This is an optimization exercise on Yosys and OpenROAD, whose aim is small area, a short achievable clock period and few clock cycles per item, not a production implementation. RTL that was checked went through simulation tests only; none was proved equivalent to the original. The RTL of run 2 was laid out without a check of its function. In runs 5 and 6 the design's own scripts or RTL, not TritonCTS, make the clock network. The clock port is modelled as an ideal driver, which makes a skipped or thinned clock tree look cheaper than it is; a real chip needs a root buffer or a tree. Power figures rest on the tool's default switching activity, not on a simulated workload.

--- design/flow/constraint.sdc ---
create_clock -name core_clock -period 5.0 [get_ports {sys_clk}]
set_input_delay 1.0000 -clock core_clock [delete_from_list [all_inputs] [get_ports {sys_clk}]]
set_output_delay 1.0000 -clock core_clock [all_outputs]
set_load 0.01 [all_outputs]
--- design/flow/config.mk ---
export PLATFORM = sky130hd
export DESIGN_NAME = sha1_pad_top
export DESIGN_NICKNAME = sha1_pad_top
export VERILOG_FILES = /design/flow/design.v
export SDC_FILE = /design/flow/constraint.sdc
export NUM_CORES = 4
export LEC_CHECK = 0
export CAP_MARGIN = 20
export CORE_AREA = 5 5 170 170
export CTS_CLUSTER_DIAMETER = 100
export CTS_CLUSTER_SIZE = 30
export DIE_AREA = 0 0 175 175
export SLEW_MARGIN = 20
--- design/flow/flow/post_cts_tree.tcl ---
# After CTS: rebuild the top of the clock tree. CTS gives port -> root buffer
# -> a few branch buffers -> leaf buffers -> flip-flops. Here the root and
# branch buffers are replaced by four branch buffers, each at the centre of
# one quarter of the leaf buffers, driven by the clock port directly. Every
# flip-flop still gets the clock through two buffers. Then the timing repair
# that CTS would have run.
set block [ord::get_db_block]
set port_net [$block findNet sys_clk]

proc out_net {inst} {
  foreach it [$inst getITerms] {
    if {[$it isOutputSignal]} { return [$it getNet] }
  }
  return ""
}
proc loads {net} {
  set r {}
  foreach it [$net getITerms] {
    if {[$it isInputSignal]} { lappend r $it }
  }
  return $r
}
proc is_clkbuf {inst} {
  return [string match "sky130_fd_sc_hd__clkbuf_*" [[$inst getMaster] getName]]
}

# Walk down from the port: a clock buffer whose loads include flip-flops is
# a leaf buffer; the clock buffers above the leaves are the upper tree. Cells
# with no output (CTS's balancing loads) on the upper tree's nets go with it.
set upper {}
set leaves {}
set dummies {}
set ok 1
set frontier [list $port_net]
while {[llength $frontier] > 0} {
  set net [lindex $frontier 0]
  set frontier [lrange $frontier 1 end]
  foreach it [loads $net] {
    set inst [$it getInst]
    set onet [out_net $inst]
    if {$onet eq "" || $onet eq "NULL"} { lappend dummies $inst; continue }
    if {![is_clkbuf $inst]} { set ok 0; continue }
    set has_ff 0
    foreach l [loads $onet] {
      if {[[[$l getInst] getMaster] isSequential]} { set has_ff 1 }
    }
    if {$has_ff} {
      lappend leaves $inst
    } else {
      lappend upper $inst
      lappend frontier $onet
    }
  }
}
puts "post_cts_tree: [llength $upper] upper buffers, [llength $leaves] leaf buffers, [llength $dummies] loads without output on the upper tree"

if {$ok && [llength $leaves] >= 8 && [llength $upper] >= 1} {
  # Split the leaves in four: by x at the median, then each half by y.
  set pts {}
  foreach leaf $leaves {
    set bb [$leaf getBBox]
    lappend pts [list $leaf [expr {([$bb xMin] + [$bb xMax]) / 2}] [expr {([$bb yMin] + [$bb yMax]) / 2}]]
  }
  set pts [lsort -integer -index 1 $pts]
  set h [expr {[llength $pts] / 2}]
  set groups {}
  foreach half [list [lrange $pts 0 [expr {$h - 1}]] [lrange $pts $h end]] {
    set half [lsort -integer -index 2 $half]
    set q [expr {[llength $half] / 2}]
    lappend groups [lrange $half 0 [expr {$q - 1}]] [lrange $half $q end]
  }
  set master [[ord::get_db] findMaster sky130_fd_sc_hd__clkbuf_16]
  # Take out the old upper tree.
  foreach inst $dummies {
    foreach it [$inst getITerms] { if {[$it getNet] ne "NULL"} { $it disconnect } }
    odb::dbInst_destroy $inst
  }
  foreach inst $upper {
    set n [out_net $inst]
    foreach it [$inst getITerms] { if {[$it getNet] ne "NULL"} { $it disconnect } }
    odb::dbInst_destroy $inst
    if {$n ne "" && $n ne "NULL"} { odb::dbNet_destroy $n }
  }
  foreach it [loads $port_net] { $it disconnect }
  set k 0
  foreach g $groups {
    set sx 0; set sy 0
    foreach p $g { incr sx [lindex $p 1]; incr sy [lindex $p 2] }
    set cx [expr {$sx / [llength $g]}]
    set cy [expr {$sy / [llength $g]}]
    set buf [odb::dbInst_create $block $master "clkbuf_top_$k"]
    $buf setLocation [expr {$cx - 4000}] $cy
    $buf setPlacementStatus PLACED
    set net [odb::dbNet_create $block "clknet_top_$k"]
    $net setSigType CLOCK
    [$buf findITerm A] connect $port_net
    [$buf findITerm X] connect $net
    foreach p $g {
      set leaf [lindex $p 0]
      [$leaf findITerm A] disconnect
      [$leaf findITerm A] connect $net
    }
    puts "post_cts_tree: clkbuf_top_$k at ($cx, $cy) drives [llength $g] leaf buffers"
    incr k
  }
} else {
  puts "post_cts_tree: tree left as is"
}
if {[info exists ::env(SMALL_INPUT_BUFFERS)]} { source $::env(SMALL_INPUT_BUFFERS) }
detailed_placement
estimate_parasitics -placement
repair_timing_helper
detailed_placement
check_placement -verbose
--- design/flow/flow/run.sh ---
#!/bin/bash
# Standard layout with buf_1 port buffers and pins one track apart; CTS adds
# no balancing loads. After CTS (flow/post_cts_tree.tcl) the top of the clock
# tree is rebuilt as four branch buffers driven by the clock port, input port
# buffers become buf_1 (flow/inputs_small.tcl), then the timing repair runs,
# aiming at a 1.92 ns period.
set -e
export SMALL_INPUT_BUFFERS=$PWD/flow/inputs_small.tcl
bash standard.sh BUFFER_PORTS_ARGS="-buffer_cell sky130_fd_sc_hd__buf_1" \
  PLACE_PINS_ARGS="-min_distance 1 -min_distance_in_tracks" \
  CTS_ARGS="-sink_clustering_enable -repair_clock_nets -sink_clustering_size 30 -sink_clustering_max_diameter 100 -dont_use_dummy_load" \
  SKIP_CTS_REPAIR_TIMING=1 POST_CTS_TCL=$PWD/flow/post_cts_tree.tcl \
  SETUP_SLACK_MARGIN=3.08 finish > standard.log 2>&1
--- design/flow/design.v ---
`timescale 1ns/10ps
module sha1_pad_top (
    input  logic           sys_clk,
    input  logic           sys_rst,
    input  logic           msg_cal_channel_ready,
    input  logic           msg_info_fifo_empty,
    input  logic [15:0]    msg_info,
    input  logic [5:0]     msg_channel_num,
    output logic           msg_info_rd_en,
    output logic           msg_data_rd_en,
    input  logic [127:0]   msg_data,
    output logic           msg_filled_data_valid,
    output logic           msg_filled_data_sop,
    output logic           msg_filled_data_eop,
    output logic [511:0]   msg_filled_data,
    output logic           msg_filled_info_valid,
    output logic [15:0]    msg_filled_info,
    output logic [13:0]    msg_filled_tag,
    output logic [11:0]    msg_filled_addr
);
    logic          info_pend;       
    logic          nxt_v;
    logic [15:0]   nxt_len;
    logic [5:0]    nxt_ch;
    logic          consume;
    always_ff @(posedge sys_clk) begin
        if (sys_rst) begin
            msg_info_rd_en <= 1'b0;
            info_pend <= 1'b0;
            nxt_v <= 1'b0;
        end else begin
            msg_info_rd_en <= !msg_info_fifo_empty && msg_cal_channel_ready && !msg_info_rd_en
                              && !info_pend && !nxt_v;
            info_pend <= msg_info_rd_en;
            if (info_pend) begin
                nxt_v <= 1'b1;
            end else if (consume) begin
                nxt_v <= 1'b0;
            end
        end
    end
    always_ff @(posedge sys_clk) begin
        if (info_pend) begin
            nxt_len <= msg_info;
            nxt_ch <= msg_channel_num;
        end
    end
    logic          act;             
    logic [11:0]   cnt;             
    logic          nz;              
    logic          padp;            
    logic          padrd;           
    logic          ext;             
    logic          fst;             
    logic [1:0]    pos;             
    logic          last_q;          
    logic          s_full;
    logic          s_pad;
    logic          s_p3;
    logic [11:0]   cnt_dec;
    logic          cnt_one;
    for (genvar i = 0; i < 12; i++) begin : g_dec
        if (i == 0) begin : g_lsb
            assign cnt_dec[i] = !cnt[i];
        end else begin : g_bit
            assign cnt_dec[i] = cnt[i] ^ !(|cnt[i-1:0]);
        end
    end
    assign cnt_one = (cnt == 12'd1);
    assign s_full = act && nz;
    assign s_pad = act && !nz && padp;
    assign s_p3 = act && (pos == 2'd3);
    assign consume = nxt_v && (!act || last_q);
    always_ff @(posedge sys_clk) begin
        if (sys_rst) begin
            act <= 1'b0;
            pos <= 2'd0;
            last_q <= 1'b0;
        end else begin
            last_q <= act && !last_q && (pos == 2'd2) && (!nz || cnt_one) && !ext;
            if (act) begin
                pos <= pos + 1'b1;
                if (!nz) begin
                    padp <= 1'b0;
                end
                fst <= 1'b0;
                if (s_p3 && !nz) begin
                    ext <= 1'b0;
                end
                if (last_q) begin
                    act <= 1'b0;
                end
            end
            if (consume) begin
                act <= 1'b1;
                padp <= 1'b1;
                padrd <= |nxt_len[3:0];
                ext <= (nxt_len[5:0] >= 6'd56);
                fst <= 1'b1;
            end
        end
    end
    always_ff @(posedge sys_clk) begin
        if (consume) begin
            cnt <= nxt_len[15:4];
            nz <= |nxt_len[15:4];
        end else begin
            cnt <= cnt_dec;
            nz <= nz && !cnt_one;
        end
    end
    logic          full_a, pad_a, last_a, p3_a, first_a;
    logic          full_b, pad_b, last_b, p3_b, first_b;
    always_ff @(posedge sys_clk) begin
        if (sys_rst) begin
            msg_data_rd_en <= 1'b0;
            last_a <= 1'b0;
            p3_a <= 1'b0;
            first_a <= 1'b0;
            last_b <= 1'b0;
            p3_b <= 1'b0;
            first_b <= 1'b0;
        end else begin
            msg_data_rd_en <= s_full || (s_pad && padrd);
            last_a <= act && last_q;
            p3_a <= s_p3;
            first_a <= act && fst;
            last_b <= last_a;
            p3_b <= p3_a;
            first_b <= first_a;
        end
    end
    always_ff @(posedge sys_clk) begin
        full_a <= s_full;
        pad_a <= s_pad;
        full_b <= full_a;
        pad_b <= pad_a;
    end
    logic [15:0]   out_len;
    always_ff @(posedge sys_clk) begin
        if (first_a) begin
            out_len <= nxt_len;
        end
    end
    logic [15:0]   keep;
    logic [15:0]   padb;
    logic [127:0]  in_word;
    logic [127:0]  s0, s1, s2, s3;
    always_comb begin
        for (int j = 0; j < 16; j++) begin
            keep[j] = full_b || (pad_b && (4'(j) < out_len[3:0]));
            padb[j] = pad_b && (4'(j) == out_len[3:0]);
            in_word[127-8*j -: 8] = (msg_data[127-8*j -: 8] & {8{keep[j]}}) | {padb[j], 7'b0};
        end
        if (last_b) begin
            in_word[18:3] = in_word[18:3] | out_len;
        end
    end
    always_ff @(posedge sys_clk) begin
        s0 <= s1;
        s1 <= s2;
        s2 <= s3;
        s3 <= in_word;
    end
    assign msg_filled_data = {s0, s1, s2, s3};
    logic          at_first;        
    logic [5:0]    blk_idx;
    logic [10:0]   blocks;
    logic [10:0]   blk_plus1;
    logic [10:0]   blk_plus2;
    logic [5:0]    idx_inc;
    logic [13:0]   tag_inc;
    for (genvar i = 0; i < 11; i++) begin : g_blk
        if (i == 0) begin : g_b0
            assign blk_plus1[i] = !nxt_len[6];
            assign blk_plus2[i] = nxt_len[6];
        end else if (i < 10) begin : g_bm
            assign blk_plus1[i] = nxt_len[6+i] ^ (&nxt_len[6+i-1:6]);
            if (i == 1) begin : g_b1
                assign blk_plus2[i] = !nxt_len[7];
            end else begin : g_bn
                assign blk_plus2[i] = nxt_len[6+i] ^ (&nxt_len[6+i-1:7]);
            end
        end else begin : g_btop
            assign blk_plus1[i] = &nxt_len[15:6];
            assign blk_plus2[i] = &nxt_len[15:7];
        end
    end
    for (genvar i = 0; i < 6; i++) begin : g_idx
        if (i == 0) begin : g_i0
            assign idx_inc[i] = !blk_idx[i];
        end else begin : g_in
            assign idx_inc[i] = blk_idx[i] ^ (&blk_idx[i-1:0]);
        end
    end
    for (genvar i = 0; i < 14; i++) begin : g_tag
        if (i == 0) begin : g_t0
            assign tag_inc[i] = !msg_filled_tag[i];
        end else begin : g_tn
            assign tag_inc[i] = msg_filled_tag[i] ^ (&msg_filled_tag[i-1:0]);
        end
    end
    assign blocks = (nxt_len[5:0] >= 6'd56) ? blk_plus2 : blk_plus1;
    always_ff @(posedge sys_clk) begin
        if (sys_rst) begin
            msg_filled_data_valid <= 1'b0;
            msg_filled_data_sop <= 1'b0;
            msg_filled_data_eop <= 1'b0;
            at_first <= 1'b0;
            blk_idx <= 6'd0;
            msg_filled_tag <= '1;   
        end else begin
            msg_filled_data_valid <= p3_b;
            msg_filled_data_sop <= p3_b && at_first;
            msg_filled_data_eop <= last_b;
            if (first_b) begin
                at_first <= 1'b1;
            end else if (p3_b) begin
                at_first <= 1'b0;
            end
            if (p3_b) begin
                blk_idx <= at_first ? 6'd0 : idx_inc;
                if (at_first) begin
                    msg_filled_tag <= tag_inc;
                end
            end
        end
    end
    logic [5:0]    out_ch;
    logic [10:0]   out_blocks;
    always_ff @(posedge sys_clk) begin
        if (first_b) begin
            out_ch <= nxt_ch;
            out_blocks <= blocks;
        end
    end
    assign msg_filled_info_valid = msg_filled_data_sop;
    assign msg_filled_info = {5'd0, out_blocks};
    assign msg_filled_addr = {out_ch, blk_idx};
endmodule
--- design/flow/standard.sh ---
#!/bin/bash
# synth_recipe.tcl (not shown) runs the flow's synth.tcl, then flattens the netlist and writes it again
# the make line also repeats each setting of config.mk as NAME=value (left out here)
make -C /OpenROAD-flow-scripts/flow DESIGN_CONFIG=/design/flow/config.mk WORK_HOME=/design/flow/orfs CLKGATE_MAP_FILE= SYNTH_SCRIPT=/design/flow/synth_recipe.tcl "${@:-finish}"
--- design/flow/flow/inputs_small.tcl ---
# Input ports have timing to spare: their port buffers get the smallest
# buffer (buf_1); the repair that follows may size any of them back up.
proc small_input_buffers {} {
  set block [ord::get_db_block]
  set n 0
  foreach bterm [$block getBTerms] {
    if {[$bterm getIoType] ne "INPUT"} { continue }
    if {[$bterm getName] eq "sys_clk"} { continue }
    set net [$bterm getNet]
    if {$net eq "NULL"} { continue }
    foreach it [$net getITerms] {
      set inst [$it getInst]
      if {[[$inst getMaster] getName] eq "sky130_fd_sc_hd__buf_2"} {
        replace_cell [$inst getName] sky130_fd_sc_hd__buf_1
        incr n
      }
    }
  }
  puts "small_input_buffers: $n input port buffers now buf_1"
}
small_input_buffers
==> results of run 1 <==
synthesized netlist by cell type (2+ instances only):
cell	count	share of area
a22oi_1	3	0.0014
buf_4	7	0.0033
a32o_1	2	0.0013
dfxtp_1	567	0.72
o21ai_1	2	0.00064
nand2b_1	4	0.0016
o22ai_1	5	0.0020
edfxtp_1	59	0.11
clkbuf_1	10	0.0024
ha_1	16	0.013
and3_1	8	0.0032
nor4_1	3	0.0012
nand4_1	6	0.0024
nor2_1	51	0.012
clkbuf_2	2	0.00064
a221o_1	2	0.0013
and2_1	61	0.024
a21oi_1	23	0.0073
o31ai_1	2	0.00095
a31oi_1	3	0.0012
xor2_1	9	0.0050
or2_1	2	0.00080
nand2_1	33	0.0079
nand3b_1	2	0.00095
nor4_2	2	0.0016
o21ai_0	9	0.0029
buf_2	10	0.0032
a21oi_2	2	0.0011
nor2b_1	50	0.020
a22o_1	17	0.0095
nor3_1	5	0.0016
mux2i_1	3	0.0019
xnor2_1	12	0.0067
nand3_1	19	0.0060
inv_1	20	0.0048
kinds of logic (layout without fill, tap and decap cells):
kind of cell             Yosys count  after routing  share of synthesized area
adder cells (fa/ha/maj)           16             16                     0.0127
other                              1             17                   0.000238
multiplexers                       4              4                    0.00262
flip-flops                       626            626                      0.834
XOR/XNOR                          21             21                     0.0117
buffers and inverters             51            759                     0.0148
AND/OR/NAND/NOR                  255            255                     0.0895
AO/OA/AOI/OAI                     77             77                     0.0342
flip-flops by register name (all words and copies together) (netlist names), 2 cells and up:
signal	flops
cnt	12
out_len	16
out_blocks	11
msg_filled_tag	14
pos	2
s3	128
s0	128
nxt_len	16
s2	128
blk_idx	6
nxt_ch	6
out_ch	6
s1	128
where the power goes:
part           switching [µW]  total (µW)  internal [µW]
Combinational             136         255            118
Sequential               74.2        5230           5160
Clock                    1340        2250            911
Total                    1550        7740           6190
per-stage QoR:
step	cells	total power, µW
2_1_floorplan	1055	5470
3_3_place_gp	2075	5580
3_5_place_dp	2075	5590
5_1_grt	2112	8000
6_report	2116	7740
final cells by class, without the clock buffers:
| class | instances | area (µm²) | area share |
|---|---|---|---|
| diodes | 12 | 30.0 | 0.00153 |
| plain buffers | 4 | 100 | 0.00509 |
| inverters | 21 | 78.8 | 0.00401 |
| multi-input cells | 378 | 2420 | 0.123 |
| flip-flops and latches | 626 | 13200 | 0.670 |
| well taps | 341 | 427 | 0.0217 |
| repair buffers | 713 | 2920 | 0.148 |
worst reg2reg max path: stages (launching register included):
cell and delay (ps):
edfxtp_1 450, buf_12 180, or2_1 290, a21oi_4 350, and2_2 350, o22ai_1 120
routing by layer:
layer,part of all wire,vias to the layer above,routed length [µm],track usage
met2,0.48,599,21600,0.456
li1,-,4839,-,-
met1,0.34,4864,15100,0.281
met3,0.10,207,4530,0.115
met4,0.080,16,3600,0.204
met5,0.0020,-,88,0
final timing paths:
kind	startpoint	end	depth (start not counted)
hold reg to reg	pad_a	pad_b	0
setup reg to reg	out_len[3]	s3[111]	5
setup / recovery	s3[69]	msg_filled_data[69]	1
hold / removal	pad_a	pad_b	0
==> reports/metrics.csv, run 1 <==
stage;metric;value;unit
status;status;complete, no violations;
detailed_routing;totalWireLength;45000;µm
synth;syn_inst;1051;
synth;synth_flop_cell;dfxtp_1;
detailed_routing;drtPass1Iterations;5;
die;die_w;175;µm
placed_design;hpwl;36100;µm
layout;areaGrowthSynthToFinish;25.1;%
detailed_routing;via_per_inst;4.97;
synth;yosysSeqAreaShare;0.834;
synth;synth_enable_flop_cells;59;
clocking;clk_pin_slew;110;ps
grt;grt_pass1_wl;63600;µm
worst_setup_path;cp.arrival;910;ps
timing;finalClockSkew;15.5;ps
timing;setup_viol;0;
synth;ys_types;55;
timing;final.min_clock_period;1910;ps
power_and_ir_drop;leakage;0.00797;µW
worst_setup_path;worst_setup_path_start_kind;register;
layout;layout_commonest_cell;buf_1;
timing;fin_crit_sh;0.382;
die;start_util;0.585;
placed_design;dpl_cell_area;18700;µm²
worst_setup_path;setup.worst_path.end_class;primary output;
synth;yosysWarningCount;1;
grt;antenna_found_initial;17;
grt;grt_pass1_vias;10100;
worst_setup_path;path_buf_inv;1;
die;num_rows;60;
layout;finalInstanceArea;19700;µm²
power_and_ir_drop;ir_drop;283;µV
timing;max_clock_freq;524;MHz
worst_setup_path;required;4000;ps
clocking;insertion_delay;350;ps
grt;grt-ovfl-total;0;
detailed_routing;drt_iter0_drc;503;
grt;grt_max_degree;32;
layout;final_cell_mix;buf_1 (546), dfxtp_1 (528), clkbuf_2 (108), and2_1 (60), edfxtp_1 (59);
synth;synthArstFlopShare;0;
timing;rsz0062_at_grt;yes;
synth;syn_area;15700;µm²
die;io_pins;714;
power_and_ir_drop;pwr_density_cell;393;nW/µm²
detailed_routing;vias;10500;
placed_design;port-buffer-count;708;
layout;fin_util;0.732;
placed_design;pre_cts_ws;2950;ps
placed_design;place.gp.congestion;0.957;
layout;drive_above_1_share;0.140;
worst_setup_path;path_max_fanout;2;
worst_setup_path;critPathKind;register to primary output;
worst_setup_path;reg2reg_slack;3160;ps
timing;slew_violations;0;
timing;finalSetupTns;0;ps
detailed_routing;postRouteAntennaNets;0;
layout;fillers;1932;
timing;hold_violations;0;
synth;syn_avg_cell_area;15.0;µm²
timing;tightestPinTransition;870;ps
worst_setup_path;cp_slowest_stage_delay;350;ps
synth;synth_seq_cells;626;
worst_setup_path;cp_cell_sequence;buf_1;
flow_run;cap_violations;0;
worst_setup_path;cpMaxStageDelayCell;dfxtp_1;
worst_hold_path;hold_class;register to register;
clocking;clock_sinks;626;
layout;fin_nets;1935;
timing;hold_slack;333;ps
grt;grtUsageTotal;0.276;
detailed_routing;post-route-drc-count;0;
timing;timing.final.ws_setup;3090;ps
detailed_routing;wl_per_cell;21.3;µm
timing;relSlewSlack;0.419;
die;die_h;175;µm
worst_setup_path;critPathTopFamily;flip-flops;
die;die-area;30600;µm²
die;core;26900;µm²
Testbench counts, summed over its fixed seeds: cycles 19,299, messages 800.
==> run 2, diff against run 1 <==
--- a/design/flow/design.v
+++ b/design/flow/design.v
@@ -229,7 +229,10 @@
     logic [5:0]    out_ch;
     logic [10:0]   out_blocks;
     always_ff @(posedge sys_clk) begin
-        if (first_b) begin
+        if (sys_rst) begin
+            out_ch <= 6'd0;
+            out_blocks <= 11'd0;
+        end else if (first_b) begin
             out_ch <= nxt_ch;
             out_blocks <= blocks;
         end
==> reports/metrics.csv, run 2 <==
stage;metric;value;unit;change
placed_design;place.gp.congestion;0.923;;-3.6%
worst_setup_path;setup.worst_path.end_class;primary output;;
layout;multi_input_area;2660;µm²;+9.7%
grt;grt_max_degree;42;;+31%
synth;synthArstFlopShare;0;;unchanged
timing;slew_violations;0;;unchanged
worst_setup_path;cp_cell_sequence;clkbuf_2;;
timing;relSlewSlack;0.276;;-0.143
worst_setup_path;cp.arrival;910;ps;about the same
synth;synth_enable_flop_cells;42;;-29%
worst_setup_path;cpMaxStageDelayCell;dfxtp_1;;
power_and_ir_drop;pwr_density_cell;390;nW/µm²;-0.85%
synth;syn_inst;1095;;+4.2%
grt;grt-ovfl-total;0;;unchanged
worst_setup_path;critPathTopFamily;flip-flops;;
timing;rsz0062_at_grt;no;;
die;core;26900;µm²;unchanged
power_and_ir_drop;ir_drop;289;µV;+2.0%
detailed_routing;via_per_inst;5.04;;+1.4%
synth;synth_seq_cells;626;;unchanged
timing;finalSetupTns;0;ps;unchanged
layout;final_cell_mix;dfxtp_1 (541), buf_1 (508), clkbuf_2 (112), buf_2 (79), and2_1 (62);;
synth;synth_flop_cell;dfxtp_1;;
status;status;complete, no violations;;
power_and_ir_drop;leakage;0.00815;µW;+2.3%
synth;yosysTopAreaCellShare;0.739;;+0.0172
die;io_pins;714;;unchanged
die;die_w;175;µm;unchanged
synth;synth_top_cell_by_area;dfxtp_1;;
die;die_h;175;µm;unchanged
detailed_routing;postRouteAntennaNets;0;;unchanged
grt;antenna_found_initial;15;;-2
placed_design;port-buffer-count;708;;unchanged
die;start_util;0.589;;+0.00354
synth;yosysWarningCount;1;;unchanged
detailed_routing;drtPass1Iterations;7;;+2
detailed_routing;drt_iter0_drc;604;;+20%
layout;fillers;2022;;+4.7%
worst_setup_path;critPathKind;register to primary output;;
worst_setup_path;required;4000;ps;about the same
placed_design;pre_cts_ws;1990;ps;-958 ps
clocking;clock_sinks;626;;unchanged
detailed_routing;totalWireLength;46000;µm;+2.2%
placed_design;dp_cells;2116;;+2.0%
timing;max_clock_freq;524;MHz;about the same
synth;synthTopCellsByArea;dfxtp_1 (74%), edfxtp_1 (8.0%), and2_1 (2.5%);;
timing;fin_crit_sh;0.382;;about the same
detailed_routing;wl_per_cell;21.4;µm;+0.60%
layout;areaGrowthSynthToFinish;25.1;%;about the same
layout;seq_area;13000;µm²;-1.2%
layout;fin_nets;1978;;+2.2%
synth;synth_commonest_cells;dfxtp_1 (584), and2_1 (63), nor2_1 (60);;
timing;final.min_clock_period;1910;ps;-0.600 ps
worst_hold_path;hold_class;register to register;;
detailed_routing;vias;10800;;+3.0%
grt;grt_pass1_wl;65600;µm;+3.2%
synth;syn_avg_cell_area;14.5;µm²;-3.4%
grt;grt_pass1_vias;10500;;+3.4%
detailed_routing;post-route-drc-count;0;;unchanged
layout;drive_above_1_share;0.164;;+0.0249
layout;finalNonFillerCells;2150;;+1.6%
placed_design;hpwl;37000;µm;+2.4%
layout;fin_util;0.737;;+0.00466
timing;tightestPinTransition;1080;ps;+214 ps
synth;ys_types;58;;+5.5%
timing;finalClockSkew;22.8;ps;+7.30 ps
timing;timing.final.ws_setup;3090;ps;+0.600 ps
clocking;clk_pin_slew;110;ps;about the same
clocking;insertion_delay;350;ps;about the same
worst_setup_path;path_max_fanout;2;;unchanged
worst_setup_path;path_buf_inv;1;;unchanged
layout;layout_commonest_cell;dfxtp_1;;
timing;setup_viol;0;;unchanged
timing;hold_violations;0;;unchanged
die;die-area;30600;µm²;unchanged
synth;yosysSeqAreaShare;0.818;;-0.0158
worst_setup_path;worst_setup_path_start_kind;register;;
worst_setup_path;cp_slowest_stage_delay;390;ps;+40 ps
die;num_rows;60;;unchanged
synth;syn_area;15800;µm²;+0.60%
grt;grtUsageTotal;0.282;;+0.00599
flow_run;cap_violations;0;;unchanged
synth;synth_most_common_cell;dfxtp_1;;
run 2: kinds of logic after synthesis:
logic type	after synthesis	synth area share
simple gates	278	0.0939
mux	12	0.00854
fa+ha+maj	16	0.0127
buf+inv	55	0.0177
compound gates	93	0.0407
xor+xnor	14	0.00775
other cells	1	0.000237
flops	626	0.818
run 2: stage by stage:
stage | power [µW] | hold WS [ps] | cell area [µm²]
2_1_floorplan | 5440 | 310 | 15800
3_3_place_gp | 5560 | 312 | 18700
3_5_place_dp | 5570 | 312 | 18700
5_1_grt | 8000 | 341 | 19800
6_report | 7720 | 333 | 19800
run 2: layer usage:
metal,routed length [µm],GRT usage,vias to the layer above,share of wire
li1,-,-,4980,-
met4,3080,0.173,24,0.067
met3,5220,0.137,217,0.11
met5,147,0,-,0.0032
met2,21400,0.457,642,0.47
met1,16100,0.297,4980,0.35
run 2: final timing paths:
check                  start                    to  slack, ps  cells after the start
setup / recovery      s1[23]  msg_filled_data[279]       3090                      1
hold / removal        full_a                full_b        330                      0
setup reg to reg  out_len[3]                s3[87]       3200                      4
hold reg to reg       full_a                full_b        330                      0
run 2: cell type report, without the clock buffers:
cell class / count / share of cell area
Sequential cell: 626 / 0.657
Timing Repair Buffer: 714 / 0.151
Multi-Input combinational cell: 418 / 0.134
Tap cell: 341 / 0.0216
Buffer: 4 / 0.00506
Inverter: 23 / 0.00442
Antenna cell: 3 / 0.000379
run 2: power by group:
part / leakage, µW / total [µW] / internal [µW] / switching [µW]
combinational: 0.00273 / 260 / 117 / 143
clock: 0.000308 / 2260 / 912 / 1350
sequential: 0.00511 / 5200 / 5140 / 64.2
total: 0.00815 / 7720 / 6160 / 1550
==> run 3, diff against run 2 <==
--- a/design/flow/design.v
+++ b/design/flow/design.v
@@ -229,10 +229,7 @@
     logic [5:0]    out_ch;
     logic [10:0]   out_blocks;
     always_ff @(posedge sys_clk) begin
-        if (sys_rst) begin
-            out_ch <= 6'd0;
-            out_blocks <= 11'd0;
-        end else if (first_b) begin
+        if (first_b) begin
             out_ch <= nxt_ch;
             out_blocks <= blocks;
         end
--- a/design/flow/config.mk
+++ b/design/flow/config.mk
@@ -6,8 +6,8 @@
 export NUM_CORES = 4
 export LEC_CHECK = 0
 export CAP_MARGIN = 20
-export CORE_AREA = 5 5 170 170
+export CORE_AREA = 5 5 175 175
 export CTS_CLUSTER_DIAMETER = 100
 export CTS_CLUSTER_SIZE = 30
-export DIE_AREA = 0 0 175 175
+export DIE_AREA = 0 0 180 180
 export SLEW_MARGIN = 20
==> reports/metrics.csv, run 3 <==
stage;metric;value;unit;change
timing;hold_violations;0;;unchanged
die;core;28600;µm²;+6.5%
layout;fin_nets;1938;;-2.0%
timing;final.min_clock_period;1900;ps;-2.96 ps
timing;max_clock_freq;525;MHz;+0.16%
die;start_util;0.550;;-0.0393
worst_setup_path;r2r_start;out_len[2];;
worst_setup_path;path_max_fanout;2;;unchanged
synth;synth_fa_ha_area_frac;0.0127;;+0.0000765
placed_design;port-buffer-count;708;;unchanged
worst_setup_path;cp.arrival;900;ps;about the same
layout;final_cell_mix;buf_1 (534), dfxtp_1 (529), clkbuf_2 (118), and2_1 (60), edfxtp_1 (59);;
layout;multi_input_area;2420;µm²;-8.8%
timing;finalClockSkew;23.0;ps;+0.254 ps
clocking;clock_sinks;626;;unchanged
synth;synthSimpleGateAreaFrac;0.0895;;-0.00444
power_and_ir_drop;pwr_density_cell;391;nW/µm²;+0.39%
power_and_ir_drop;p_comb_frac;0.033;;about the same
die;io_pins;714;;unchanged
power_and_ir_drop;p_clk_frac;0.292;;about the same
placed_design;hpwl;36100;µm;-2.5%
die;num_rows;62;;+3.3%
synth;synth_top_family_by_area;simple AND/OR/NAND/NOR gates;;
timing;setup_viol;0;;unchanged
power_and_ir_drop;p_sw;1560;µW;+0.26%
placed_design;place.gp.congestion;0.939;;+1.8%
worst_hold_path;hold_class;register to register;;
detailed_routing;post-route-drc-count;0;;unchanged
synth;syn_area;15700;µm²;-0.60%
grt;grt_pass1_wl;65200;µm;-0.69%
power_and_ir_drop;power_frac_seq;0.675;;about the same
worst_setup_path;setup.worst_path.end_class;primary output;;
worst_setup_path;cp_slowest_stage_delay;340;ps;-50 ps
synth;synth_commonest_cells;dfxtp_1 (567), and2_1 (61), edfxtp_1 (59);;
timing;finalSetupTns;0;ps;unchanged
layout;areaGrowthSynthToFinish;25.8;%;
timing;fin_crit_sh;0.381;;-0.000592
worst_setup_path;critPathKind;register to primary output;;
timing;slew_violations;0;;unchanged
synth;synth_flop_cell;dfxtp_1;;
worst_setup_path;required;4000;ps;about the same
clocking;clk_pin_slew;110;ps;about the same
synth;synth_compound_area_frac;0.0342;;-0.00651
die;die_h;180;µm;+2.9%
layout;fillers;2238;;+11%
worst_setup_path;crit_start;s3[113];;
detailed_routing;drt_iter0_drc;567;;-6.1%
grt;antenna_found_initial;21;;+6
worst_setup_path;cpMaxStageDelayCell;dfxtp_1;;
grt;grt_max_degree;32;;-24%
worst_setup_path;critPathTopFamily;flip-flops;;
synth;yosysSeqAreaShare;0.834;;+0.0158
detailed_routing;postRouteAntennaNets;0;;unchanged
grt;grt-ovfl-total;0;;unchanged
power_and_ir_drop;internal_power;6190;µW;+0.36%
timing;relSlewSlack;0.311;;+0.0343
synth;yosysTopAreaCellShare;0.722;;-0.0172
synth;synthTopCellsByArea;dfxtp_1 (72%), edfxtp_1 (11%), and2_1 (2.4%);;
die;die_w;180;µm;+2.9%
timing;rsz0062_at_grt;yes;;
synth;synthArstFlopShare;0;;unchanged
detailed_routing;vias;10400;;-4.3%
synth;yosysWarningCount;1;;unchanged
synth;synth_enable_flop_cells;59;;+40%
worst_setup_path;cp_cell_sequence;buf_1;;
layout;seq_area;13200;µm²;+1.2%
clocking;insertion_delay;360;ps;about the same
die;die-area;32400;µm²;+5.8%
detailed_routing;drtPass1Iterations;4;;-3
synth;synth_seq_cells;626;;unchanged
synth;ys_types;55;;-5.2%
detailed_routing;wl_per_cell;20.9;µm;-2.2%
worst_setup_path;path_buf_inv;1;;unchanged
worst_hold_path;hp-start;pad_a;;
power_and_ir_drop;swShare;0.201;;about the same
timing;tightestPinTransition;1030;ps;-51.3 ps
synth;synth_xor_area_frac;0.0117;;+0.00394
layout;fin_util;0.691;;-0.0454
grt;grt_pass1_vias;10200;;-2.7%
layout;drive_above_1_share;0.148;;-0.0167
synth;synth_top_cell_by_area;dfxtp_1;;
synth;syn_inst;1051;;-4.0%
power_and_ir_drop;ir_drop;409;µV;+41%
power_and_ir_drop;leakage;0.00802;µW;-1.6%
layout;layout_commonest_cell;buf_1;;
synth;syn_avg_cell_area;15.0;µm²;+3.6%
worst_setup_path;worst_setup_path_start_kind;register;;
grt;grtUsageTotal;0.266;;-0.0165
detailed_routing;totalWireLength;45300;µm;-1.4%
synth;synthMuxAreaShare;0.00262;;-0.00591
flow_run;cap_violations;0;;unchanged
synth;synth_most_common_cell;dfxtp_1;;
status;status;complete, no violations;;
detailed_routing;via_per_inst;4.79;;-5.0%
==> run 3: cell count changes after synthesis, sizes merged, moves of 4 or more <==
cell,before,now
and2,65,61
xor2,4,9
edfxtp,42,59
dfxtp,584,567
nor2,60,51
nand2,40,33
a21oi,30,26
mux2i,10,3
==> run 3: cell families after synthesis <==
kind of cell	after synthesis
muxes	4
DFF	626
other	1
buffers and inverters	51
and+or+nand+nor	255
adders and majority gates	16
xor gates and xnor gates	21
AOI/OAI and AO/OA	77
==> run 3: worst register-to-register path: stages, from the launching register on <==
cell and delay [ps]:
edfxtp_1 570, or2_1 340, a21oi_4 360, and2_2 350, o22ai_1 120
==> run 3: power groups by stage <==
stage	registers [µW]	clock network [µW]	logic, µW
final	5230	2260	256
after global routing	5240	2480	287
after detailed placement	5340	0	249
after global placement	5340	0	243
after floorplan	5360	0	117
==> run 3: metal layers <==
| layer | up-vias | global-route usage | wire [µm] |
|---|---|---|---|
| met2 | 591 | 0.414 | 20800 |
| met5 | - | 0.0148 | 69 |
| met4 | 12 | 0.214 | 3980 |
| met3 | 219 | 0.111 | 4560 |
| li1 | 4856 | - | - |
| met1 | 4699 | 0.282 | 15900 |
==> run 3: final timing paths <==
check                              end  slack [ps]  depth (start not counted)
setup / recovery  msg_filled_data[113]        3100                          1
hold / removal                   pad_b         330                          0
setup reg to reg               s3[111]        3140                          4
hold reg to reg                  pad_b         330                          0
==> run 3: metrics by stage <==
stage	setup slack [ps]	total power (µW)	cell area (µm²)	hold slack, ps	cells
after detailed placement	2950	5590	18700	312	2118
after floorplan	3130	5470	15700	310	1055
final	3100	7740	19800	330	2167
after global routing	3060	8010	19800	340	2165
after global placement	2960	5580	18700	313	2118
==> run 3: final cells by class, without the clock buffers <==
cell class                      count  area share
Antenna cell                       17     0.00215
Buffer                              4     0.00506
Inverter                           21     0.00398
Multi-Input combinational cell    378       0.122
Sequential cell                   626       0.666
Tap cell                          384      0.0243
Timing Repair Buffer              716       0.150
Testbench counts of run 3, summed over its fixed seeds: cycles 19,299, messages 800.
==> run 4, diff against run 3 <==
==> design/flow/flow/run.sh (replaced) <==
#!/bin/bash
# The standard layout (standard.sh: standard synthesis, floorplan, place,
# CTS, route), with these changes:
#  - every port gets a buf_1 port buffer (the timing repair sizes up the ones
#    that need it);
#  - I/O pins may sit one routing track apart, so the die can be small;
#  - CTS adds no balancing loads;
#  - after CTS, flow/post_cts_tree.tcl rebuilds the top of the clock tree as
#    four branch buffers driven by the clock port, each feeding a quarter of
#    the leaf buffers, then runs the timing repair CTS would have run;
#  - the timing repair aims at 1.92 ns (SETUP_SLACK_MARGIN 3.08 at the 5 ns
#    clock).
# All output goes to standard.log here; ORFS keeps each step's log under orfs/logs.
set -e
bash standard.sh BUFFER_PORTS_ARGS="-buffer_cell sky130_fd_sc_hd__buf_1" \
  PLACE_PINS_ARGS="-min_distance 1 -min_distance_in_tracks" \
  CTS_ARGS="-sink_clustering_enable -repair_clock_nets -sink_clustering_size 30 -sink_clustering_max_diameter 100 -dont_use_dummy_load" \
  SKIP_CTS_REPAIR_TIMING=1 POST_CTS_TCL=$PWD/flow/post_cts_tree.tcl \
  SETUP_SLACK_MARGIN=3.08 finish > standard.log 2>&1
--- a/design/flow/flow/post_cts_tree.tcl
+++ b/design/flow/flow/post_cts_tree.tcl
@@ -106,7 +106,6 @@
 } else {
   puts "post_cts_tree: tree left as is"
 }
-if {[info exists ::env(SMALL_INPUT_BUFFERS)]} { source $::env(SMALL_INPUT_BUFFERS) }
 detailed_placement
 estimate_parasitics -placement
 repair_timing_helper
--- a/design/flow/config.mk
+++ b/design/flow/config.mk
@@ -6,8 +6,8 @@
 export NUM_CORES = 4
 export LEC_CHECK = 0
 export CAP_MARGIN = 20
-export CORE_AREA = 5 5 175 175
+export CORE_AREA = 5 5 170 170
 export CTS_CLUSTER_DIAMETER = 100
 export CTS_CLUSTER_SIZE = 30
-export DIE_AREA = 0 0 180 180
+export DIE_AREA = 0 0 175 175
 export SLEW_MARGIN = 20
removed: design/flow/flow/inputs_small.tcl
==> reports/metrics.csv, run 4 <==
stage;metric;value;unit;change
worst_setup_path;worst_r2r_path_depth;5;;+1
die;start_util;0.585;;+0.0358
placed_design;dp_cells;2075;;-2.0%
synth;syn_area;15700;µm²;unchanged
worst_setup_path;reg2reg_slack;3160;ps;+20 ps
detailed_routing;totalWireLength;45000;µm;-0.73%
clocking;clk_pin_slew;110;ps;about the same
detailed_routing;top_layer;met5;;
synth;synth_seq_cells;626;;unchanged
layout;areaGrowthSynthToFinish;25.1;%;
detailed_routing;wl_met1;15100;µm;-4.9%
synth;synth_xor_area_frac;0.0117;;unchanged
detailed_routing;wl_met3;4530;µm;-0.70%
synth;yosysTopAreaCellShare;0.722;;unchanged
worst_setup_path;critPathKind;register to primary output;;
synth;synth_top_cell_by_area;dfxtp_1;;
timing;finalClockSkew;15.5;ps;-7.55 ps
worst_hold_path;hold_path_depth;0;;unchanged
worst_setup_path;crit_start;s3[69];;
synth;synth_flop_cell;dfxtp_1;;
die;io_pins;714;;unchanged
worst_setup_path;setup.worst_path.end_class;primary output;;
synth;synth_top_family_by_area;simple AND/OR/NAND/NOR gates;;
layout;layout_commonest_cell;buf_1;;
synth;synthTopCellsByArea;dfxtp_1 (72%), edfxtp_1 (11%), and2_1 (2.4%);;
power_and_ir_drop;p_total;7740;µW;-0.12%
power_and_ir_drop;ir_drop;283;µV;-31%
grt;grt-ovfl-total;0;;unchanged
detailed_routing;postRouteAntennaNets;0;;unchanged
worst_setup_path;required;4000;ps;about the same
layout;finalInstanceArea;19700;µm²;-0.58%
detailed_routing;met2WireLength;21600;µm;+4.0%
detailed_routing;drt_iter0_drc;503;;-11%
die;die_h;175;µm;-2.8%
worst_setup_path;cp_cell_sequence;buf_1;;
worst_setup_path;r2r_end;s3[111];;
timing;slew_violations;0;;unchanged
synth;yosysSeqAreaShare;0.834;;unchanged
synth;ys_types;55;;unchanged
timing;final.min_clock_period;1910;ps;+3.56 ps
status;status;complete, no violations;;
worst_setup_path;cp.arrival;910;ps;about the same
timing;tightestPinTransition;870;ps;-162 ps
die;core;26900;µm²;-6.1%
flow_run;cap_violations;0;;unchanged
worst_setup_path;worst_setup_path_start_kind;register;;
synth;synth_most_common_cell;dfxtp_1;;
timing;fin_crit_sh;0.382;;+0.000712
power_and_ir_drop;leakage;0.00797;µW;-0.65%
grt;antenna_found_initial;17;;-19%
synth;synthArstFlopShare;0;;unchanged
worst_hold_path;hold_class;register to register;;
worst_setup_path;critPathTopFamily;flip-flops;;
placed_design;hpwl;36100;µm;+0.13%
synth;syn_inst;1051;;unchanged
synth;synth_commonest_cells;dfxtp_1 (567), and2_1 (61), edfxtp_1 (59);;
grt;grt_max_degree;32;;unchanged
worst_setup_path;path_max_fanout;2;;unchanged
timing;hold_slack;333;ps;+3.10 ps
timing;max_clock_freq;524;MHz;-0.19%
synth;synth_fa_ha_area_frac;0.0127;;unchanged
power_and_ir_drop;pwr_density_cell;393;nW/µm²;+0.47%
synth;syn_avg_cell_area;15.0;µm²;unchanged
detailed_routing;vias;10500;;+1.4%
worst_setup_path;path_buf_inv;1;;unchanged
clocking;insertion_delay;350;ps;about the same
die;num_rows;60;;-3.2%
worst_hold_path;worstHoldEndpoint;pad_b;;
layout;final_cell_mix;buf_1 (546), dfxtp_1 (528), clkbuf_2 (108), and2_1 (60), edfxtp_1 (59);;
worst_setup_path;r2r_start;out_len[3];;
synth;yosysWarningCount;1;;unchanged
detailed_routing;wl_per_cell;21.3;µm;+1.7%
timing;hold_violations;0;;unchanged
layout;fin_nets;1935;;-0.15%
synth;synthSimpleGateAreaFrac;0.0895;;unchanged
worst_setup_path;cpMaxStageDelayCell;dfxtp_1;;
layout;finalNonFillerCells;2116;;-2.4%
placed_design;port-buffer-count;708;;unchanged
layout;drive_above_1_share;0.140;;-0.00826
placed_design;dpl_cell_area;18700;µm²;-0.29%
grt;grt_pass1_wl;63600;µm;-2.4%
detailed_routing;post-route-drc-count;0;;unchanged
synth;synth_compound_area_frac;0.0342;;unchanged
worst_hold_path;hp-start;pad_a;;
grt;grtUsageTotal;0.276;;+0.0106
grt;grt_pass1_vias;10100;;-0.56%
timing;rsz0062_at_grt;yes;;
clocking;clock_sinks;626;;unchanged
detailed_routing;drtPass1Iterations;5;;+1
die;die-area;30600;µm²;-5.5%
die;die_w;175;µm;-2.8%
worst_setup_path;cp_slowest_stage_delay;350;ps;about the same
timing;relSlewSlack;0.419;;+0.108
synth;synth_enable_flop_cells;59;;unchanged
timing;finalSetupTns;0;ps;unchanged
synth;synthMuxAreaShare;0.00262;;unchanged
placed_design;place.gp.congestion;0.957;;+1.9%
detailed_routing;via_per_inst;4.97;;+3.9%
timing;setup_viol;0;;unchanged
-- run 4: cell counts after synthesis --
No cell type changed its count.
-- run 4: kinds of logic after synthesis --
family / count (synthesis)
buf+inv: 51
flops: 626
fa+ha+maj: 16
xor+xnor: 21
other cells: 1
simple gates: 255
mux: 4
compound gates: 77
-- run 4: how the worst max path moves through the flow --
stage,endpoint,slack (ps),cells past startpoint
global route,msg_filled_tag[13],3060,4
global placement,msg_info_rd_en,2960,4
detailed placement,msg_info_rd_en,2950,4
floorplan,ext,3130,3
finish,msg_filled_data[69],3090,1
-- run 4: per-stage QoR --
step	worst slack [ps]	util
after floorplan	3130	-
after global placement	2960	0.695
after detailed placement	2950	0.695
after global routing	3060	0.732
final	3090	0.732
-- run 4: where the power goes --
| group | switching (µW) | internal (µW) | total (µW) |
|---|---|---|---|
| Clock | 1340 | 911 | 2250 |
| Combinational | 136 | 118 | 255 |
| Sequential | 74.2 | 5160 | 5230 |
| Total | 1550 | 6190 | 7740 |
-- run 4: cell type report, without the clock buffers --
type,instances,area (µm²)
antenna,12,30.0
inverter,21,78.8
multi-input combinational,378,2420
buffer,4,100
timing repair buffer,713,2920
sequential,626,13200
fill,1932,7200
tap,341,427
-- run 4: metal layers --
metal,vias to the layer above,GRT usage
met1,4864,0.281
met5,-,0
met3,207,0.115
met4,16,0.204
li1,4839,-
met2,599,0.456
==> run 5, diff against run 4 <==
--- a/design/flow/flow/run.sh
+++ b/design/flow/flow/run.sh
@@ -12,8 +12,9 @@
 #    clock).
 # All output goes to standard.log here; ORFS keeps each step's log under orfs/logs.
 set -e
+export CLK_LEAF_CELL=sky130_fd_sc_hd__clkinv_16
 bash standard.sh BUFFER_PORTS_ARGS="-buffer_cell sky130_fd_sc_hd__buf_1" \
   PLACE_PINS_ARGS="-min_distance 1 -min_distance_in_tracks" \
   CTS_ARGS="-sink_clustering_enable -repair_clock_nets -sink_clustering_size 30 -sink_clustering_max_diameter 100 -dont_use_dummy_load" \
-  SKIP_CTS_REPAIR_TIMING=1 POST_CTS_TCL=$PWD/flow/post_cts_tree.tcl \
+  SKIP_CTS_REPAIR_TIMING=1 POST_CTS_TCL=$PWD/flow/post_cts_inv.tcl \
   SETUP_SLACK_MARGIN=3.08 finish > standard.log 2>&1
==> design/flow/flow/post_cts_inv.tcl (new file) <==
# After CTS: rebuild the clock tree with inverters. CTS gives port -> root
# buffer -> a few branch buffers -> leaf buffers -> flip-flops. Here the root
# and branch buffers are replaced by four large clock inverters, each at the
# centre of one quarter of the leaf buffers and driven by the clock port
# directly, and each leaf buffer by a clock inverter in its place. Every
# flip-flop gets the clock through two inverters (no net inversion). Then the
# timing repair that CTS would have run.
set block [ord::get_db_block]
set port_net [$block findNet sys_clk]

proc out_net {inst} {
  foreach it [$inst getITerms] {
    if {[$it isOutputSignal]} { return [$it getNet] }
  }
  return ""
}
proc loads {net} {
  set r {}
  foreach it [$net getITerms] {
    if {[$it isInputSignal]} { lappend r $it }
  }
  return $r
}
proc is_clkbuf {inst} {
  return [string match "sky130_fd_sc_hd__clkbuf_*" [[$inst getMaster] getName]]
}

# Walk down from the port: a clock buffer whose loads include flip-flops is
# a leaf buffer; the clock buffers above the leaves are the upper tree. Cells
# with no output (CTS's balancing loads) on the upper tree's nets go with it.
set upper {}
set leaves {}
set dummies {}
set ok 1
set frontier [list $port_net]
while {[llength $frontier] > 0} {
  set net [lindex $frontier 0]
  set frontier [lrange $frontier 1 end]
  foreach it [loads $net] {
    set inst [$it getInst]
    set onet [out_net $inst]
    if {$onet eq "" || $onet eq "NULL"} { lappend dummies $inst; continue }
    if {![is_clkbuf $inst]} { set ok 0; continue }
    set has_ff 0
    foreach l [loads $onet] {
      if {[[[$l getInst] getMaster] isSequential]} { set has_ff 1 }
    }
    if {$has_ff} {
      lappend leaves $inst
    } else {
      lappend upper $inst
      lappend frontier $onet
    }
  }
}
puts "post_cts_tree: [llength $upper] upper buffers, [llength $leaves] leaf buffers, [llength $dummies] loads without output on the upper tree"

set top_cell sky130_fd_sc_hd__clkinv_16
set leaf_cell sky130_fd_sc_hd__clkinv_8
if {[info exists ::env(CLK_TOP_CELL)]} { set top_cell $::env(CLK_TOP_CELL) }
if {[info exists ::env(CLK_LEAF_CELL)]} { set leaf_cell $::env(CLK_LEAF_CELL) }

if {$ok && [llength $leaves] >= 8 && [llength $upper] >= 1} {
  # Split the leaves in four: by x at the median, then each half by y.
  set pts {}
  foreach leaf $leaves {
    set bb [$leaf getBBox]
    lappend pts [list $leaf [expr {([$bb xMin] + [$bb xMax]) / 2}] [expr {([$bb yMin] + [$bb yMax]) / 2}]]
  }
  set pts [lsort -integer -index 1 $pts]
  set h [expr {[llength $pts] / 2}]
  set groups {}
  foreach half [list [lrange $pts 0 [expr {$h - 1}]] [lrange $pts $h end]] {
    set half [lsort -integer -index 2 $half]
    set q [expr {[llength $half] / 2}]
    lappend groups [lrange $half 0 [expr {$q - 1}]] [lrange $half $q end]
  }
  set db [ord::get_db]
  set top_master [$db findMaster $top_cell]
  set leaf_master [$db findMaster $leaf_cell]
  # Take out the old upper tree.
  foreach inst $dummies {
    foreach it [$inst getITerms] { if {[$it getNet] ne "NULL"} { $it disconnect } }
    odb::dbInst_destroy $inst
  }
  foreach inst $upper {
    set n [out_net $inst]
    foreach it [$inst getITerms] { if {[$it getNet] ne "NULL"} { $it disconnect } }
    odb::dbInst_destroy $inst
    if {$n ne "" && $n ne "NULL"} { odb::dbNet_destroy $n }
  }
  foreach it [loads $port_net] { $it disconnect }
  set k 0
  foreach g $groups {
    set sx 0; set sy 0
    foreach p $g { incr sx [lindex $p 1]; incr sy [lindex $p 2] }
    set cx [expr {$sx / [llength $g]}]
    set cy [expr {$sy / [llength $g]}]
    set top [odb::dbInst_create $block $top_master "clkinv_top_$k"]
    $top setLocation [expr {$cx - 4000}] $cy
    $top setPlacementStatus PLACED
    set net [odb::dbNet_create $block "clknet_top_$k"]
    $net setSigType CLOCK
    [$top findITerm A] connect $port_net
    [$top findITerm Y] connect $net
    # Each leaf buffer becomes an inverter in its place: two inversions
    # between the port and every flip-flop.
    set j 0
    foreach p $g {
      set leaf [lindex $p 0]
      set loc [$leaf getLocation]
      set lnet [out_net $leaf]
      foreach it [$leaf getITerms] { if {[$it getNet] ne "NULL"} { $it disconnect } }
      odb::dbInst_destroy $leaf
      set inv [odb::dbInst_create $block $leaf_master "clkinv_leaf_${k}_$j"]
      $inv setLocation [lindex $loc 0] [lindex $loc 1]
      $inv setPlacementStatus PLACED
      [$inv findITerm A] connect $net
      [$inv findITerm Y] connect $lnet
      incr j
    }
    puts "post_cts_tree: $top_cell clkinv_top_$k at ($cx, $cy) drives [llength $g] $leaf_cell leaves"
    incr k
  }
} else {
  puts "post_cts_tree: tree left as is"
}
detailed_placement
estimate_parasitics -placement
repair_timing_helper
detailed_placement
check_placement -verbose
removed: design/flow/flow/post_cts_tree.tcl
==> reports/metrics.csv, run 5 <==
stage;metric;value;unit;change
layout;drive_above_1_share;0.0284;;-0.111
layout;final_cell_mix;buf_1 (705), dfxtp_1 (564), and2_1 (60), edfxtp_1 (59), nor2_1 (51);;
worst_setup_path;reg2reg_slack;3160;ps;about the same
timing;fin_crit_sh;0.375;;-0.00685
detailed_routing;totalWireLength;44600;µm;-0.91%
worst_hold_path;hp-start;s3[49];;
power_and_ir_drop;p_total;7620;µW;-1.5%
timing;finalClockSkew;30.9;ps;+15.4 ps
synth;syn_area;15700;µm²;unchanged
worst_setup_path;critPathTopFamily;flip-flops;;
worst_setup_path;critPathKind;register to primary output;;
worst_hold_path;hold_class;register to register;;
layout;layout_commonest_cell;buf_1;;
synth;synth_commonest_cells;dfxtp_1 (567), and2_1 (61), edfxtp_1 (59);;
synth;yosysWarningCount;1;;unchanged
worst_setup_path;r2r_start;out_len[3];;
detailed_routing;via_per_inst;4.96;;-0.36%
power_and_ir_drop;pwr_density_cell;390;nW/µm²;-0.83%
synth;syn_inst;1051;;unchanged
die;die_w;175;µm;unchanged
grt;grt_util_met3;0.112;;-0.00303
synth;synth_most_common_cell;dfxtp_1;;
grt;grtUsageMet1;0.278;;-0.00267
placed_design;hpwl;36100;µm;unchanged
die;die_h;175;µm;unchanged
flow_run;cap_violations;0;;unchanged
worst_setup_path;worst_setup_path_start_kind;register;;
detailed_routing;postRouteAntennaNets;0;;unchanged
grt;grt.busiest_layer;met2;;
timing;final.min_clock_period;1870;ps;-34.3 ps
placed_design;place.gp.congestion;0.957;;unchanged
timing;setup_viol;0;;unchanged
detailed_routing;drt_iter0_drc;507;;+0.80%
placed_design;pre_cts_ws;2950;ps;unchanged
status;status;complete, no violations;;
grt;gr-usage-met2;0.458;;+0.00211
worst_setup_path;cpMaxStageDelayCell;dfxtp_1;;
worst_setup_path;worst_r2r_path_depth;5;;unchanged
die;num_rows;60;;unchanged
synth;yosysSeqAreaShare;0.834;;unchanged
synth;syn_avg_cell_area;15.0;µm²;unchanged
worst_setup_path;setup.worst_path.end_class;primary output;;
worst_hold_path;worstHoldEndpoint;s2[49];;
grt;grt_pass1_vias;10100;;+0.32%
timing;timing.final.ws_setup;3130;ps;+34.3 ps
grt;antenna_found_initial;16;;-1
detailed_routing;wl_per_cell;21.1;µm;-0.81%
layout;fin_nets;1934;;-0.052%
layout;fillers;1931;;-0.052%
worst_setup_path;r2r_end;s3[111];;
synth;synthArstFlopShare;0;;unchanged
grt;grt_max_degree;32;;unchanged
detailed_routing;drtPass1Iterations;6;;+1
timing;relSlewSlack;0.419;;about the same
grt;grt-ovfl-total;0;;unchanged
timing;finalSetupTns;0;ps;unchanged
die;core;26900;µm²;unchanged
layout;fin_util;0.727;;-0.00517
synth;synth_flop_cell;dfxtp_1;;
worst_setup_path;cp.arrival;870;ps;-40 ps
grt;grt_pass1_wl;63500;µm;-0.11%
worst_setup_path;path_max_fanout;2;;unchanged
die;start_util;0.585;;unchanged
timing;rsz0062_at_grt;no;;
worst_setup_path;required;4000;ps;about the same
clocking;clock_sinks;626;;unchanged
synth;synthTopCellsByArea;dfxtp_1 (72%), edfxtp_1 (11%), and2_1 (2.4%);;
worst_hold_path;hold_path_depth;0;;unchanged
clocking;insertion_delay;260;ps;-90 ps
timing;tightestPinTransition;871;ps;+0.459 ps
synth;synth_enable_flop_cells;59;;unchanged
synth;ys_types;55;;unchanged
power_and_ir_drop;leakage;0.00735;µW;-7.8%
grt;grtUsageTotal;0.276;;-0.000682
clocking;clk_pin_slew;80;ps;-30 ps
detailed_routing;post-route-drc-count;0;;unchanged
layout;seq_area;13100;µm²;-0.36%
placed_design;port-buffer-count;708;;unchanged
timing;slew_violations;0;;unchanged
synth;synth_top_cell_by_area;dfxtp_1;;
die;die-area;30600;µm²;unchanged
layout;areaGrowthSynthToFinish;24.2;%;
synth;synth_seq_cells;626;;unchanged
layout;multi_input_area;2420;µm²;unchanged
detailed_routing;vias;10500;;-0.46%
worst_setup_path;cp_slowest_stage_delay;390;ps;+40 ps
synth;yosysTopAreaCellShare;0.722;;unchanged
timing;hold_violations;0;;unchanged
timing;max_clock_freq;534;MHz;+1.8%
worst_setup_path;path_buf_inv;1;;unchanged
power_and_ir_drop;ir_drop;331;µV;+17%
die;io_pins;714;;unchanged
worst_setup_path;cp_cell_sequence;buf_1;;
## run 5: changes by cell type in the layout (fill, tap and decap cells not counted)
cell	change
buf_1	+159
buf_2	-51
buf_4	-3
clkbuf_16	-25
clkbuf_2	-105
clkbuf_4	-1
clkinv_16	+25
dfxtp_1	+36
dfxtp_2	-35
dfxtp_4	-1
diode_2	-1
## run 5: how the worst max path moves through the flow
stage	cells after the start	slack, ps	to	start
detailed placement	4	2950	msg_info_rd_en	sys_rst
floorplan	3	3130	ext	sys_rst
global placement	4	2960	msg_info_rd_en	sys_rst
global route	4	3090	msg_filled_tag[10]	at_first
finish	1	3130	msg_filled_data[1]	s3[1]
## run 5: area by class of cell
type,instances,area share
timing repair buffer,712,0.138
tap,341,0.0218
multi-input combinational,378,0.124
inverter,46,0.0425
antenna,11,0.00141
sequential,626,0.672
## run 5: report_power, final
group	total [µW]	internal, µW	switching (µW)	leakage [µW]
logic	251	114	137	0.00195
registers	5230	5160	73.7	0.00512
clock network	2140	373	1760	0.000285
## run 5: cells by family (layout without fill, tap and decap cells)
group | after synthesis | after routing | synth area share
flip-flops | 626 | 626 | 0.834
AO/OA/AOI/OAI | 77 | 77 | 0.0342
AND/OR/NAND/NOR | 255 | 255 | 0.0895
other | 1 | 16 | 0.000238
buffers and inverters | 51 | 758 | 0.0148
XOR/XNOR | 21 | 21 | 0.0117
multiplexers | 4 | 4 | 0.00262
adder cells (fa/ha/maj) | 16 | 16 | 0.0127
## run 5: metrics by stage
step | area [µm²] | cells | hold WS (ps)
floorplan | 15700 | 1055 | 310
global placement | 18700 | 2075 | 313
detailed placement | 18700 | 2075 | 312
global route | 19500 | 2111 | 333
finish | 19500 | 2114 | 320
## run 5: layer usage
layer	up-vias	routed length [µm]
met2	590	21500
li1	4832	-
met1	4831	14700
met3	210	4570
met4	14	3710
met5	-	82
## run 5: worst reg2reg max path, cell delays in order (launching register included)
cell	delay [ps]
edfxtp_1	440
buf_12	180
or2_1	290
a21oi_4	350
and2_2	350
o22ai_1	120
==> run 6, diff against run 5 <==
--- a/design/flow/flow/run.sh
+++ b/design/flow/flow/run.sh
@@ -12,7 +12,6 @@
 #    clock).
 # All output goes to standard.log here; ORFS keeps each step's log under orfs/logs.
 set -e
-export CLK_LEAF_CELL=sky130_fd_sc_hd__clkinv_16
 bash standard.sh BUFFER_PORTS_ARGS="-buffer_cell sky130_fd_sc_hd__buf_1" \
   PLACE_PINS_ARGS="-min_distance 1 -min_distance_in_tracks" \
   CTS_ARGS="-sink_clustering_enable -repair_clock_nets -sink_clustering_size 30 -sink_clustering_max_diameter 100 -dont_use_dummy_load" \
==> reports/metrics.csv, run 6 <==
stage;metric;value;unit;change
grt;grt_max_degree;32;;unchanged
worst_setup_path;critPathKind;register to register;;
timing;relSlewSlack;0.417;;-0.00187
placed_design;pre_cts_ws;2950;ps;unchanged
timing;rsz0062_at_grt;no;;
grt;grt_pass1_vias;10100;;-0.44%
die;die_h;175;µm;unchanged
synth;yosysSeqAreaShare;0.834;;unchanged
layout;drive_above_1_share;0.0278;;-0.000568
timing;fin_crit_sh;0.370;;-0.00439
synth;yosysTopAreaCellShare;0.722;;unchanged
worst_setup_path;r2r_end;s3[111];;
worst_setup_path;setup.worst_path.end_class;register;;
synth;synth_most_common_cell;dfxtp_1;;
timing;hold_violations;0;;unchanged
synth;syn_inst;1051;;unchanged
worst_setup_path;r2r_start;out_len[3];;
die;die-area;30600;µm²;unchanged
power_and_ir_drop;leakage;0.00725;µW;-1.3%
power_and_ir_drop;power_frac_seq;0.721;;+0.034
worst_setup_path;path_max_fanout;15;;+13
layout;layout_commonest_cell;buf_1;;
worst_setup_path;worst_r2r_path_depth;5;;unchanged
detailed_routing;totalWireLength;44800;µm;+0.54%
timing;finalSetupTns;0;ps;unchanged
power_and_ir_drop;p_sw;1730;µW;-12%
synth;synth_top_cell_by_area;dfxtp_1;;
die;io_pins;714;;unchanged
placed_design;port-buffer-count;708;;unchanged
detailed_routing;post-route-drc-count;0;;unchanged
power_and_ir_drop;swShare;0.239;;-0.0203
grt;grt_util_met3;0.110;;-0.00195
die;num_rows;60;;unchanged
power_and_ir_drop;p_comb_frac;0.035;;+0.002
detailed_routing;drtPass1Iterations;4;;-2
clocking;clk_pin_slew;110;ps;+30 ps
worst_hold_path;hold_class;register to register;;
placed_design;dpl_cell_area;18700;µm²;unchanged
grt;grt-ovfl-total;0;;unchanged
power_and_ir_drop;p_clk_frac;0.245;;-0.035
worst_setup_path;required;5090;ps;+1090 ps
timing;slew_violations;0;;unchanged
grt;gr-usage-met2;0.457;;-0.000649
placed_design;place.gp.congestion;0.957;;unchanged
worst_setup_path;reg2reg_slack;3150;ps;about the same
worst_setup_path;cp.arrival;1940;ps;+1070 ps
power_and_ir_drop;pwr_density_cell;377;nW/µm²;-3.2%
worst_setup_path;cp-endpoint;s3[111];;
detailed_routing;wl_per_cell;21.2;µm;+0.63%
grt;grtUsageMet1;0.281;;+0.00239
detailed_routing;vias;10600;;+0.83%
die;die_w;175;µm;unchanged
timing;setup_viol;0;;unchanged
synth;synth_commonest_cells;dfxtp_1 (567), and2_1 (61), edfxtp_1 (59);;
clocking;insertion_delay;220;ps;-40 ps
timing;finalClockSkew;26.3;ps;-4.52 ps
status;status;complete, no violations;;
clocking;clock_sinks;626;;unchanged
synth;synth_flop_cell;dfxtp_1;;
timing;hold_slack;328;ps;+8.12 ps
layout;final_cell_mix;buf_1 (706), dfxtp_1 (564), and2_1 (60), edfxtp_1 (59), nor2_1 (51);;
layout;areaGrowthSynthToFinish;22.3;%;
grt;grt_pass1_wl;63500;µm;about the same
die;start_util;0.585;;unchanged
timing;timing.final.ws_setup;3150;ps;+22.0 ps
grt;antenna_found_initial;15;;-1
layout;finalNonFillerCells;2112;;-0.095%
worst_setup_path;worst_setup_path_start_kind;register;;
synth;synth_enable_flop_cells;59;;unchanged
synth;syn_avg_cell_area;15.0;µm²;unchanged
placed_design;hpwl;36100;µm;unchanged
grt;grtUsageTotal;0.275;;about the same
synth;synthArstFlopShare;0;;unchanged
detailed_routing;via_per_inst;5.00;;+0.93%
layout;finalInstanceArea;19200;µm²;-1.5%
layout;fin_nets;1934;;unchanged
power_and_ir_drop;internal_power;5530;µW;-2.1%
synth;syn_area;15700;µm²;unchanged
grt;grt.busiest_layer;met2;;
synth;ys_types;55;;unchanged
timing;max_clock_freq;540;MHz;+1.2%
power_and_ir_drop;ir_drop;241;µV;-27%
placed_design;dp_cells;2075;;unchanged
synth;yosysWarningCount;1;;unchanged
synth;synthTopCellsByArea;dfxtp_1 (72%), edfxtp_1 (11%), and2_1 (2.4%);;
worst_setup_path;crit_start;out_len[3];;
detailed_routing;postRouteAntennaNets;0;;unchanged
flow_run;cap_violations;0;;unchanged
detailed_routing;drt_iter0_drc;549;;+8.3%
timing;tightestPinTransition;874;ps;+2.81 ps
timing;final.min_clock_period;1850;ps;-22.0 ps
die;core;26900;µm²;unchanged
synth;synth_seq_cells;626;;unchanged
[run 6: metrics by stage]
| stage | utilization | power, µW |
|---|---|---|
| finish | 0.716 | 7260 |
| global route | 0.716 | 7530 |
| detailed placement | 0.695 | 5590 |
| global placement | 0.695 | 5580 |
| floorplan | - | 5470 |
[run 6: worst min path at each step]
stage          startpoint  endpoint  slack, ps  cells past startpoint
2_1_floorplan      full_a    full_b        310                      0
3_3_place_gp       full_a    full_b        310                      0
3_5_place_dp        pad_a     pad_b        310                      0
5_1_grt             pad_a     pad_b        340                      0
6_report           s3[49]    s2[49]        330                      0
[run 6: layer usage]
layer / share of wire / vias up / wire length [µm]
li1: - / 4833 / -
met1: 0.34 / 4880 / 15100
met2: 0.48 / 621 / 21400
met3: 0.10 / 216 / 4470
met4: 0.085 / 14 / 3830
met5: 0.0018 / - / 82
[run 6: final cells by class]
type	count	area (µm²)
diodes	9	22.5
fillers	1982	7640
inverters	46	541
multi-input cells	378	2420
flip-flops and latches	626	13100
well taps	341	427
repair buffers	712	2700
[run 6: critical path, stage by stage, from the launching register on]
cell and delay (ps):
edfxtp_1 450, buf_12 180, or2_1 290, a21oi_4 350, and2_2 350, o22ai_1 120
[run 6: kinds of logic after synthesis]
logic type,synth area share
AOI/OAI and AO/OA,0.0342
buffers and inverters,0.0148
other,0.000238
DFF,0.834
and+or+nand+nor,0.0895
xor gates and xnor gates,0.0117
muxes,0.00262
adders and majority gates,0.0127
[run 6: power groups by stage]
stage | Clock, µW | Sequential, µW | Combinational [µW]
finish | 1780 | 5230 | 251
global route | 2000 | 5250 | 280
detailed placement | 0 | 5350 | 249
floorplan | 0 | 5360 | 117
global placement | 0 | 5340 | 242

re-timing with driven ports:
No port has a modelled driver above. Below, the same layouts with a new extraction and two added sets of constraints.
Step 1, drivers: a clkbuf_16 drives sys_clk and a buf_2 each remaining input, both assumed.
Step 2 times the ports against the registers' clock, not the clock port: input delays grow and output delays shrink by t, the midpoint of the rising clock arrivals with the driver on.
a / b / c = ideal / step 1 / step 2; a / b = the first two.
run | t, ns | slack for setup (ns) | worst setup path after step 2
run 1 | 0.450 | 3.092 / 2.986 / 2.959 | input to register
run 2 | 0.444 | 3.092 / 2.992 / 2.841 | input to register
run 3 | 0.448 | 3.095 / 2.991 / 2.928 | input to register
run 4 | 0.450 | 3.092 / 2.986 / 2.959 | input to register
run 5 | 0.475 | 3.126 / 2.898 / 2.939 | input to register
run 6 | 0.440 | 3.148 / 2.922 / 2.942 | input to register
After both steps setup and hold are still met in every run listed. The setup slack of run 2, which loses most, moves by -0.100 ns with the drivers and by -0.251 ns with both steps.
